Background: an optimization exercise with open tools, aiming at small area, a short achievable clock period and few clock cycles per item. Do not read the settings as production practice. At most, simulation tests tie the RTL to the original design; equivalence was not proved. The clock port is modelled as an ideal driver; clocking choices that lean on that would not hold on a real chip. Power figures rest on the tool's default switching activity, not on a simulated workload.

==> inputs of v1 <==
Design iq_corr_accum, start of the top module:
module iq_corr_accum
#(
    parameter int LOG2_N = 4
) (
    input  logic               clk,
    input  logic               rst_n,
    input  logic               clr,
    input  logic               s_valid,
    output logic               s_ready,
    input  logic signed [15:0] s_xi,
    input  logic signed [15:0] s_xq,
    input  logic signed [15:0] s_ri,
    input  logic signed [15:0] s_rq,
    output logic               m_valid,
    input  logic               m_ready,
    output logic signed [63:0] m_wi,
    output logic signed [63:0] m_wq,
    output iq_corr_pkg::slot_state_t o_dbg_slot
);
==> flow/config.mk <==
export PLATFORM = sky130hd
export DESIGN_NAME = iq_corr_accum
export DESIGN_NICKNAME = iq_corr_accum
export VERILOG_FILES = /design/flow/design.v
export SDC_FILE = /design/flow/constraint.sdc
export NUM_CORES = 4
export LEC_CHECK = 0
export ABC_CLOCK_PERIOD_IN_PS = 4000
export CAP_MARGIN = 20
export CORE_MARGIN = 2
export CORE_UTILIZATION = 40
export HOLD_SLACK_MARGIN = 0.2
export SLEW_MARGIN = 20
export SYNTH_HIERARCHICAL = 1
export SYNTH_MINIMUM_KEEP_SIZE = 0
==> flow/constraint.sdc <==
create_clock -name core_clock -period 8.5 [get_ports {clk}]
set_input_delay 1.7000 -clock core_clock [delete_from_list [all_inputs] [get_ports {clk}]]
set_output_delay 1.7000 -clock core_clock [all_outputs]
set_load 0.01 [all_outputs]
standard.sh (not shown) runs the stock make flow with config.mk's settings and CLKGATE_MAP_FILE= SYNTH_SCRIPT=/design/flow/synth_recipe.tcl, a recipe that flattens the netlist after the stock synthesis.
==> flow/flow/run.sh <==
#!/bin/bash
# The standard layout (standard.sh) with two changes:
#  - the port buffers are plain buffers (buf_1) instead of the delay cells buffer_ports picks
#    by default, which the repair steps then cannot resize;
#  - after clock tree synthesis, skew.tcl delays the clock of the accumulator registers (useful
#    skew for the register-to-register multiply-accumulate paths), and timing repair aims at the
#    shorter period only from then on.
# Each step's full output goes to a log file of its own here.
set -euo pipefail
export BUFFER_PORTS_ARGS="-buffer_cell sky130_fd_sc_hd__buf_1"
SETUP_SLACK_MARGIN=0 bash standard.sh cts > flow_to_cts.log 2>&1
R=orfs/results/$FLOW_PLATFORM/iq_corr_accum/base
printf 'read_db %s\nsource flow/skew.tcl\n' "$R/4_cts.odb" > skew_run.tcl
SKEW_DB="$R/4_cts.odb" SKEW_CELLS="sky130_fd_sc_hd__clkdlybuf4s50_1 sky130_fd_sc_hd__clkbuf_8" \
  openroad -no_init -exit skew_run.tcl > skew.log 2>&1
SETUP_SLACK_MARGIN=4.8 bash standard.sh finish > flow_finish.log 2>&1
Other scripts of this flow, unchanged in this note and not shown: flow/flow/skew.tcl
==> inputs of v29, as changes to v1 <==
--- a/flow/design.v
+++ b/flow/design.v
@@ -71,34 +71,36 @@
     iq_corr_pkg::slot_state_t r_state;
     logic [15:0]      r_xi, r_xq;                 
     logic [7:0]       r_ri_one, r_ri_two, r_ri_neg;
     logic [7:0]       r_rq_one, r_rq_two, r_rq_neg;
     logic [7:0]       r_rq_nneg;                  
     logic [36:0]      r_ti_s, r_ti_c, r_tq_s, r_tq_c;   
     logic [36:0]      r_wi, r_wq;                 
     logic             w_full, w_last, w_accept, w_clear;
-    logic             r_go;
+    logic             r_hold_a, r_hold_b;
     logic [CNT_W-1:0] w_cnt_nxt;
     logic             w_full_nxt;
     logic [7:0]       w_ri_one, w_ri_two, w_ri_neg, w_rq_one, w_rq_two, w_rq_neg;
     assign w_full   = (r_state == iq_corr_pkg::FULL);
     assign w_last   = (r_cnt == CNT_LAST);
-    assign s_ready  = ~clr & (r_go | m_ready);
+    assign s_ready  = ~clr & ~r_hold_a & ~(r_hold_b & ~m_ready);
     assign w_accept = s_valid & s_ready;
     assign w_clear  = r_first1;
     assign w_cnt_nxt  = clr ? '0 : w_accept ? (w_last ? '0 : r_cnt + 1'b1) : r_cnt;
     assign w_full_nxt = r_done | (w_full & ~m_ready);
     always_ff @(posedge clk or negedge rst_n) begin
         if (!rst_n) begin
             r_cnt    <= '0;
-            r_go     <= 1'b1;
+            r_hold_a <= 1'b0;
+            r_hold_b <= 1'b0;
         end else begin
             r_cnt    <= w_cnt_nxt;
-            r_go     <= ~((w_cnt_nxt == CNT_LAST) & w_full_nxt);
+            r_hold_a <= (w_cnt_nxt == CNT_LAST) & ((w_accept & w_last) | r_last1);
+            r_hold_b <= (w_cnt_nxt == CNT_LAST) & w_full_nxt;
         end
     end
     always_ff @(posedge clk or negedge rst_n) begin
         if (!rst_n) begin
             r_first1 <= 1'b0;
             r_last1  <= 1'b0;
             r_done   <= 1'b0;
             r_state  <= iq_corr_pkg::EMPTY;
--- a/flow/flow/run.sh
+++ b/flow/flow/run.sh
@@ -8,9 +8,9 @@
 # Each step's full output goes to a log file of its own here.
 set -euo pipefail
 export BUFFER_PORTS_ARGS="-buffer_cell sky130_fd_sc_hd__buf_1"
 SETUP_SLACK_MARGIN=0 bash standard.sh cts > flow_to_cts.log 2>&1
 R=orfs/results/$FLOW_PLATFORM/iq_corr_accum/base
 printf 'read_db %s\nsource flow/skew.tcl\n' "$R/4_cts.odb" > skew_run.tcl
 SKEW_DB="$R/4_cts.odb" SKEW_CELLS="sky130_fd_sc_hd__clkdlybuf4s50_1 sky130_fd_sc_hd__clkbuf_8" \
   openroad -no_init -exit skew_run.tcl > skew.log 2>&1
-SETUP_SLACK_MARGIN=4.8 bash standard.sh finish > flow_finish.log 2>&1
+SETUP_SLACK_MARGIN=4.65 bash standard.sh finish > flow_finish.log 2>&1
==> flow/config.mk (replaced) <==
export PLATFORM = sky130hd
export DESIGN_NAME = iq_corr_accum
export DESIGN_NICKNAME = iq_corr_accum
export VERILOG_FILES = /design/flow/design.v
export SDC_FILE = /design/flow/constraint.sdc
export NUM_CORES = 4
export LEC_CHECK = 0
export ABC_CLOCK_PERIOD_IN_PS = 4000
export CAP_MARGIN = 20
export CORE_MARGIN = 2
export CORE_UTILIZATION = 40
export SLEW_MARGIN = 20
export SYNTH_HIERARCHICAL = 1
export SYNTH_MINIMUM_KEEP_SIZE = 0
==> inputs of v8, as changes to v1 <==
--- a/flow/design.v
+++ b/flow/design.v
@@ -71,34 +71,36 @@
     iq_corr_pkg::slot_state_t r_state;
     logic [15:0]      r_xi, r_xq;                 
     logic [7:0]       r_ri_one, r_ri_two, r_ri_neg;
     logic [7:0]       r_rq_one, r_rq_two, r_rq_neg;
     logic [7:0]       r_rq_nneg;                  
     logic [36:0]      r_ti_s, r_ti_c, r_tq_s, r_tq_c;   
     logic [36:0]      r_wi, r_wq;                 
     logic             w_full, w_last, w_accept, w_clear;
-    logic             r_go;
+    logic             r_hold_a, r_hold_b;
     logic [CNT_W-1:0] w_cnt_nxt;
     logic             w_full_nxt;
     logic [7:0]       w_ri_one, w_ri_two, w_ri_neg, w_rq_one, w_rq_two, w_rq_neg;
     assign w_full   = (r_state == iq_corr_pkg::FULL);
     assign w_last   = (r_cnt == CNT_LAST);
-    assign s_ready  = ~clr & (r_go | m_ready);
+    assign s_ready  = ~clr & ~r_hold_a & ~(r_hold_b & ~m_ready);
     assign w_accept = s_valid & s_ready;
     assign w_clear  = r_first1;
     assign w_cnt_nxt  = clr ? '0 : w_accept ? (w_last ? '0 : r_cnt + 1'b1) : r_cnt;
     assign w_full_nxt = r_done | (w_full & ~m_ready);
     always_ff @(posedge clk or negedge rst_n) begin
         if (!rst_n) begin
             r_cnt    <= '0;
-            r_go     <= 1'b1;
+            r_hold_a <= 1'b0;
+            r_hold_b <= 1'b0;
         end else begin
             r_cnt    <= w_cnt_nxt;
-            r_go     <= ~((w_cnt_nxt == CNT_LAST) & w_full_nxt);
+            r_hold_a <= (w_cnt_nxt == CNT_LAST) & ((w_accept & w_last) | r_last1);
+            r_hold_b <= (w_cnt_nxt == CNT_LAST) & w_full_nxt;
         end
     end
     always_ff @(posedge clk or negedge rst_n) begin
         if (!rst_n) begin
             r_first1 <= 1'b0;
             r_last1  <= 1'b0;
             r_done   <= 1'b0;
             r_state  <= iq_corr_pkg::EMPTY;
--- a/flow/flow/run.sh
+++ b/flow/flow/run.sh
@@ -8,9 +8,9 @@
 # Each step's full output goes to a log file of its own here.
 set -euo pipefail
 export BUFFER_PORTS_ARGS="-buffer_cell sky130_fd_sc_hd__buf_1"
 SETUP_SLACK_MARGIN=0 bash standard.sh cts > flow_to_cts.log 2>&1
 R=orfs/results/$FLOW_PLATFORM/iq_corr_accum/base
 printf 'read_db %s\nsource flow/skew.tcl\n' "$R/4_cts.odb" > skew_run.tcl
 SKEW_DB="$R/4_cts.odb" SKEW_CELLS="sky130_fd_sc_hd__clkdlybuf4s50_1 sky130_fd_sc_hd__clkbuf_8" \
   openroad -no_init -exit skew_run.tcl > skew.log 2>&1
-SETUP_SLACK_MARGIN=4.8 bash standard.sh finish > flow_finish.log 2>&1
+SETUP_SLACK_MARGIN=4.65 bash standard.sh finish > flow_finish.log 2>&1
==> flow/config.mk (replaced) <==
export PLATFORM = sky130hd
export DESIGN_NAME = iq_corr_accum
export DESIGN_NICKNAME = iq_corr_accum
export VERILOG_FILES = /design/flow/design.v
export SDC_FILE = /design/flow/constraint.sdc
export NUM_CORES = 4
export LEC_CHECK = 0
export ABC_CLOCK_PERIOD_IN_PS = 4000
export CAP_MARGIN = 20
export CORE_MARGIN = 2
export CORE_UTILIZATION = 50
export HOLD_SLACK_MARGIN = 0.2
export PLACE_DENSITY = 0.62
export SLEW_MARGIN = 20
export SYNTH_HIERARCHICAL = 1
export SYNTH_MINIMUM_KEEP_SIZE = 0
==> qor summary <==
Result of the run: v8 finished clean; v29 finished clean; v1 finished clean
Hold Worst Slack: v8 304 ps; v29 35.3 ps; v1 206 ps
Xor/xnor cell area share of the yosys netlist: v8 0.149; v29 0.149; v1 0.149
Comb power: v8 0.0112 W; v29 0.0106 W; v1 0.0114 W
Gate count of the mapped netlist: v8 2,993; v29 2,993; v1 2,991
Routed length on met2: v8 48,300 um; v29 47,600 um; v1 48,200 um
Final instance count without filler cells: v8 3,900; v29 4,169; v1 4,200
Count of filler cells inserted in the layout: v8 5,742; v29 8,040; v1 7,981
VDD IR max: v8 0.328 mV; v29 0.283 mV; v1 0.280 mV
Clock Buffer Count: v8 52; v29 58; v1 57
Area fraction in and, or, nand and nor cells after synthesis: v8 0.0447; v29 0.0447; v1 0.0441
Effective utilization at floorplan: v8 0.507; v29 0.403; v1 0.402
Non-clock buffer area fraction after layout: v8 0.0488; v29 0.0473; v1 0.0564
Critical path data required time: v8 9570 ps; v29 6800 ps; v1 6800 ps
Half-perimeter wire length of the detailed placement result: v8 70,900 um; v29 66,300 um; v1 69,600 um
Final min period: v8 3810 ps; v29 3820 ps; v1 3770 ps
Sequential cell area: v8 7220 sq um; v29 7260 sq um; v1 7140 sq um
Sequential area share after synthesis: v8 0.207; v29 0.207; v1 0.207
Testbench counts of v29, summed over its fixed seeds: cycles 3,090, items 3,072.
Testbench counts of v8, summed over its fixed seeds: cycles 3,090, items 3,072.
Only the layout flow was run in v1; the RTL was not checked for function there.


==> run X <==
iq_corr_accum with an RTL version that a note above also has.
clock: 8.5 ns
lec_check: 0
abc_clock_period_in_ps: 4000
cap_margin: 20
core_margin: 2
core_utilization: 40
cts_cluster_diameter: 80
cts_cluster_size: 20
hold_slack_margin: 0.2
slew_margin: 20
synth_hierarchical: 1
synth_minimum_keep_size: 0
==> flow/flow/run.sh <==
#!/bin/bash
# The standard layout (standard.sh) with two changes:
#  - the port buffers are plain buffers (buf_1) instead of the delay cells buffer_ports picks
#    by default, which the repair steps then cannot resize;
#  - after clock tree synthesis, skew.tcl delays the clock of the accumulator registers (useful
#    skew for the register-to-register multiply-accumulate paths), and timing repair aims at the
#    shorter period only from then on.
# Each step's full output goes to a log file of its own here.
set -euo pipefail
export BUFFER_PORTS_ARGS="-buffer_cell sky130_fd_sc_hd__buf_1"
SETUP_SLACK_MARGIN=0 bash standard.sh cts > flow_to_cts.log 2>&1
R=orfs/results/$FLOW_PLATFORM/iq_corr_accum/base
printf 'read_db %s\nsource flow/skew.tcl\n' "$R/4_cts.odb" > skew_run.tcl
SKEW_DB="$R/4_cts.odb" SKEW_CELLS="sky130_fd_sc_hd__clkdlybuf4s50_1 sky130_fd_sc_hd__clkbuf_16" \
  openroad -no_init -exit skew_run.tcl > skew.log 2>&1
SETUP_SLACK_MARGIN=4.75 bash standard.sh finish > flow_finish.log 2>&1
==> flow/flow/skew.tcl <==
# Useful skew between registers inside the design: the clock of the carry-save accumulator
# registers (r_ti_*, r_tq_*) arrives later than that of the other registers. This gives the
# multiply-accumulate paths (stage-1 registers -> accumulator) more time and takes it from
# the output adder paths (accumulator -> output slot), which have time to spare.
# Accumulator -> accumulator paths keep the same clock at both ends. No port is involved:
# the accumulator registers neither take inputs nor drive outputs. On each clock leaf net
# that reaches them, a delay cell followed by a clock buffer takes their clock pins.
set cells $::env(SKEW_CELLS)
set db [ord::get_db]
set block [ord::get_db_block]
set groups [dict create]
foreach inst [$block getInsts] {
  if {[regexp {^r_t[iq]_[sc]\W} [$inst getName]]} {
    set net [[$inst findITerm CLK] getNet]
    dict lappend groups [$net getName] $inst
  }
}
set i 0
dict for {netname insts} $groups {
  set net [$block findNet $netname]
  set x 0; set y 0
  foreach f $insts { set loc [$f getLocation]; incr x [lindex $loc 0]; incr y [lindex $loc 1] }
  set n [llength $insts]
  set prev $net
  set k 0
  foreach cell $cells {
    set buf [odb::dbInst_create $block [$db findMaster $cell] skew_buf_${i}_$k]
    set nn [odb::dbNet_create $block skew_clk_${i}_$k]
    $nn setSigType CLOCK
    [$buf findITerm A] connect $prev
    [$buf findITerm X] connect $nn
    $buf setLocation [expr {$x / $n}] [expr {$y / $n}]
    $buf setPlacementStatus PLACED
    set prev $nn
    incr k
  }
  foreach f $insts { set it [$f findITerm CLK]; $it disconnect; $it connect $prev }
  incr i
}
puts "skew: $i delay chains ($cells)"
global_connect
detailed_placement
check_placement -verbose
write_db $::env(SKEW_DB)
==> run C (differences from run X) <==
--- a/flow/design.v
+++ b/flow/design.v
@@ -74,30 +74,23 @@
     logic [7:0]       r_rq_one, r_rq_two, r_rq_neg;
     logic [7:0]       r_rq_nneg;                  
     logic [36:0]      r_ti_s, r_ti_c, r_tq_s, r_tq_c;   
     logic [36:0]      r_wi, r_wq;                 
     logic             w_full, w_last, w_accept, w_clear;
-    logic             r_hold_a, r_hold_b;
-    logic [CNT_W-1:0] w_cnt_nxt;
-    logic             w_full_nxt;
     logic [7:0]       w_ri_one, w_ri_two, w_ri_neg, w_rq_one, w_rq_two, w_rq_neg;
     assign w_full   = (r_state == iq_corr_pkg::FULL);
     assign w_last   = (r_cnt == CNT_LAST);
-    assign s_ready  = ~clr & ~r_hold_a & ~(r_hold_b & ~m_ready);
+    assign s_ready  = ~clr & ~(w_last & ((w_full & ~m_ready) | r_last1 | r_done));
     assign w_accept = s_valid & s_ready;
     assign w_clear  = r_first1;
-    assign w_cnt_nxt  = clr ? '0 : w_accept ? (w_last ? '0 : r_cnt + 1'b1) : r_cnt;
-    assign w_full_nxt = r_done | (w_full & ~m_ready);
     always_ff @(posedge clk or negedge rst_n) begin
         if (!rst_n) begin
-            r_cnt    <= '0;
-            r_hold_a <= 1'b0;
-            r_hold_b <= 1'b0;
-        end else begin
-            r_cnt    <= w_cnt_nxt;
-            r_hold_a <= (w_cnt_nxt == CNT_LAST) & ((w_accept & w_last) | r_last1);
-            r_hold_b <= (w_cnt_nxt == CNT_LAST) & w_full_nxt;
+            r_cnt <= '0;
+        end else if (clr) begin
+            r_cnt <= '0;
+        end else if (w_accept) begin
+            r_cnt <= w_last ? '0 : r_cnt + 1'b1;
         end
     end
     always_ff @(posedge clk or negedge rst_n) begin
         if (!rst_n) begin
             r_first1 <= 1'b0;
==> flow/flow/run.sh (replaced) <==
#!/bin/bash
# The standard layout (standard.sh) with two changes:
#  - the port buffers are plain buffers (buf_2) instead of the delay cells buffer_ports picks
#    by default, which the repair steps then cannot resize;
#  - after clock tree synthesis, skew.tcl delays the clock of the accumulator and output slot
#    registers (useful skew for the register-to-register multiply-accumulate paths), and timing
#    repair aims at the shorter period only from then on.
# Each step's full output goes to a log file of its own here.
set -euo pipefail
export BUFFER_PORTS_ARGS="-buffer_cell sky130_fd_sc_hd__buf_2"
SETUP_SLACK_MARGIN=0 bash standard.sh cts > flow_to_cts.log 2>&1
R=orfs/results/$FLOW_PLATFORM/iq_corr_accum/base
printf 'read_db %s\nsource flow/skew.tcl\n' "$R/4_cts.odb" > skew_run.tcl
SKEW_DB="$R/4_cts.odb" SKEW_CELLS="sky130_fd_sc_hd__clkdlybuf4s25_1 sky130_fd_sc_hd__clkbuf_8" \
  openroad -no_init -exit skew_run.tcl > skew.log 2>&1
SETUP_SLACK_MARGIN=4.5 bash standard.sh finish > flow_finish.log 2>&1
--- a/flow/flow/skew.tcl
+++ b/flow/flow/skew.tcl
@@ -1,18 +1,18 @@
 # Useful skew between registers inside the design: the clock of the carry-save accumulator
-# registers (r_ti_*, r_tq_*) arrives later than that of the other registers. This gives the
-# multiply-accumulate paths (stage-1 registers -> accumulator) more time and takes it from
-# the output adder paths (accumulator -> output slot), which have time to spare.
-# Accumulator -> accumulator paths keep the same clock at both ends. No port is involved:
-# the accumulator registers neither take inputs nor drive outputs. On each clock leaf net
-# that reaches them, a delay cell followed by a clock buffer takes their clock pins.
+# registers (r_ti_*, r_tq_*) and of the output slot (r_wi, r_wq) arrives later than that of the
+# stage-1 registers, which gives the multiply-accumulate paths (stage 1 -> accumulator) more
+# time. Accumulator -> accumulator and accumulator -> slot paths keep the same clock at both
+# ends. On each clock leaf net that reaches these registers, a delay cell followed by a clock
+# buffer takes their clock pins. The ports are not involved: no input feeds these registers
+# and the slot drives the outputs only later than before.
 set cells $::env(SKEW_CELLS)
 set db [ord::get_db]
 set block [ord::get_db_block]
 set groups [dict create]
 foreach inst [$block getInsts] {
-  if {[regexp {^r_t[iq]_[sc]\W} [$inst getName]]} {
+  if {[regexp {^r_(t[iq]_[sc]|w[iq])\W} [$inst getName]]} {
     set net [[$inst findITerm CLK] getNet]
     dict lappend groups [$net getName] $inst
   }
 }
 set i 0
ABC_AREA = 1   (was not set)
CTS_CLUSTER_DIAMETER = not set   (was 80)
CTS_CLUSTER_SIZE = not set   (was 20)
HOLD_SLACK_MARGIN = not set   (was 0.2)
==> run A (differences from run X) <==
--- a/flow/flow/run.sh
+++ b/flow/flow/run.sh
@@ -9,8 +9,8 @@
 set -euo pipefail
 export BUFFER_PORTS_ARGS="-buffer_cell sky130_fd_sc_hd__buf_1"
 SETUP_SLACK_MARGIN=0 bash standard.sh cts > flow_to_cts.log 2>&1
 R=orfs/results/$FLOW_PLATFORM/iq_corr_accum/base
 printf 'read_db %s\nsource flow/skew.tcl\n' "$R/4_cts.odb" > skew_run.tcl
-SKEW_DB="$R/4_cts.odb" SKEW_CELLS="sky130_fd_sc_hd__clkdlybuf4s50_1 sky130_fd_sc_hd__clkbuf_16" \
+SKEW_DB="$R/4_cts.odb" SKEW_CELLS="sky130_fd_sc_hd__clkdlybuf4s50_1 sky130_fd_sc_hd__clkbuf_8" \
   openroad -no_init -exit skew_run.tcl > skew.log 2>&1
-SETUP_SLACK_MARGIN=4.75 bash standard.sh finish > flow_finish.log 2>&1
+SETUP_SLACK_MARGIN=4.65 bash standard.sh finish > flow_finish.log 2>&1
CTS_CLUSTER_DIAMETER = not set   (was 80)
CTS_CLUSTER_SIZE = not set   (was 20)
==> impl_metrics.py <==
metrics = {
    "status": {
        "outcome": "finished clean",
    },
    "cells_and_area": {
        "final_cells": 4173,
        "inv_count": 100,
    },
    "hold_path": {
        "hold_end": "r_tq_s[0]",
    },
    "worst_setup_path": {
        "critPathBufInv": 2,
    },
    "synth": {
        "synthCells": 2993,
    },
}
The numbers above come from run A.

==> impl_metrics.py <==
metrics = {
    "cts": {
        "clock-sinks": 312,
    },
    "grt": {
        "use_met1": 0.336,
        "grt_max_degree": 76,
    },
    "drt": {
        "wirelength_mm": 108,
    },
    "cells_and_area": {
        "final_cells": 4536,
        "inv_count": 344,
    },
    "synth": {
        "synthCells": 3263,
        "synth_most_common_cell": "fa_1",
    },
    "status": {
        "outcome": "finished clean",
    },
    "hold_path": {
        "hold_end": "r_done",
    },
    "floorplan": {
        "core_area_um2": 84000,
    },
}
The numbers above come from run C.

==> impl_metrics.py <==
metrics = {
    "hold_path": {
        "hold_end": "r_tq_s[0]",
    },
    "pwr": {
        "top_power_group": "combinational logic",
    },
    "cts": {
        "h-tree-depth": 1,
    },
    "worst_setup_path": {
        "critPathBufInv": 2,
    },
    "status": {
        "outcome": "finished clean",
    },
    "cells_and_area": {
        "inv_count": 100,
        "final_cells": 4142,
    },
}
The numbers above come from run X.

Testbench counts of run X, summed over its fixed seeds: cycles 3,090, items 3,072.
Testbench counts of run C, summed over its fixed seeds: cycles 3,090, items 3,072.
Testbench counts of run A, summed over its fixed seeds: cycles 3,090, items 3,072.

[static timing again, ports no longer ideal]
Ports are ideal in the flow. The routed layouts listed here were re-timed in OpenROAD.
Step 1 (the two cells are an assumption about what drives the block):
set clk [get_ports {clk}]
set_driving_cell -lib_cell sky130_fd_sc_hd__clkbuf_16 $clk
set_driving_cell -lib_cell sky130_fd_sc_hd__buf_2 [delete_from_list [all_inputs] $clk]
Step 2, shift: input delay + t, output delay - t, t = (earliest + latest rising clock arrival at the registers) / 2. This alone moves slack from input paths to output paths.
Three values: no drivers, after step 1, after step 2; two values: the first two.
run | t, ns | setup slack, ns | latest minus earliest clock arrival (ns) | worst data-port slew with drivers (ns)
v1 | 0.946 | 4.730 / 4.697 / 4.697 | 0.680 / 0.681 | 0.09
v29 | 0.959 | 4.683 / 4.661 / 4.661 | 0.687 / 0.687 | 0.08
v8 | 0.953 | 4.686 / 4.650 / 4.650 | 0.684 / 0.684 | 0.07
run X | 0.974 | 4.700 / 4.661 / 4.661 | 0.717 / 0.718 | 0.08
run C | 0.829 | 4.463 / 4.443 / 4.443 | 0.430 / 0.430 | 0.04
run A | 0.958 | 4.684 / 4.661 / 4.661 | 0.685 / 0.685 | 0.07
Clock arrivals are far apart in every run listed, so t is only a midpoint there and step 2 fits no single register. The setup slack of run X, which loses most, moves by -0.039 ns with the drivers and by -0.039 ns with both steps.
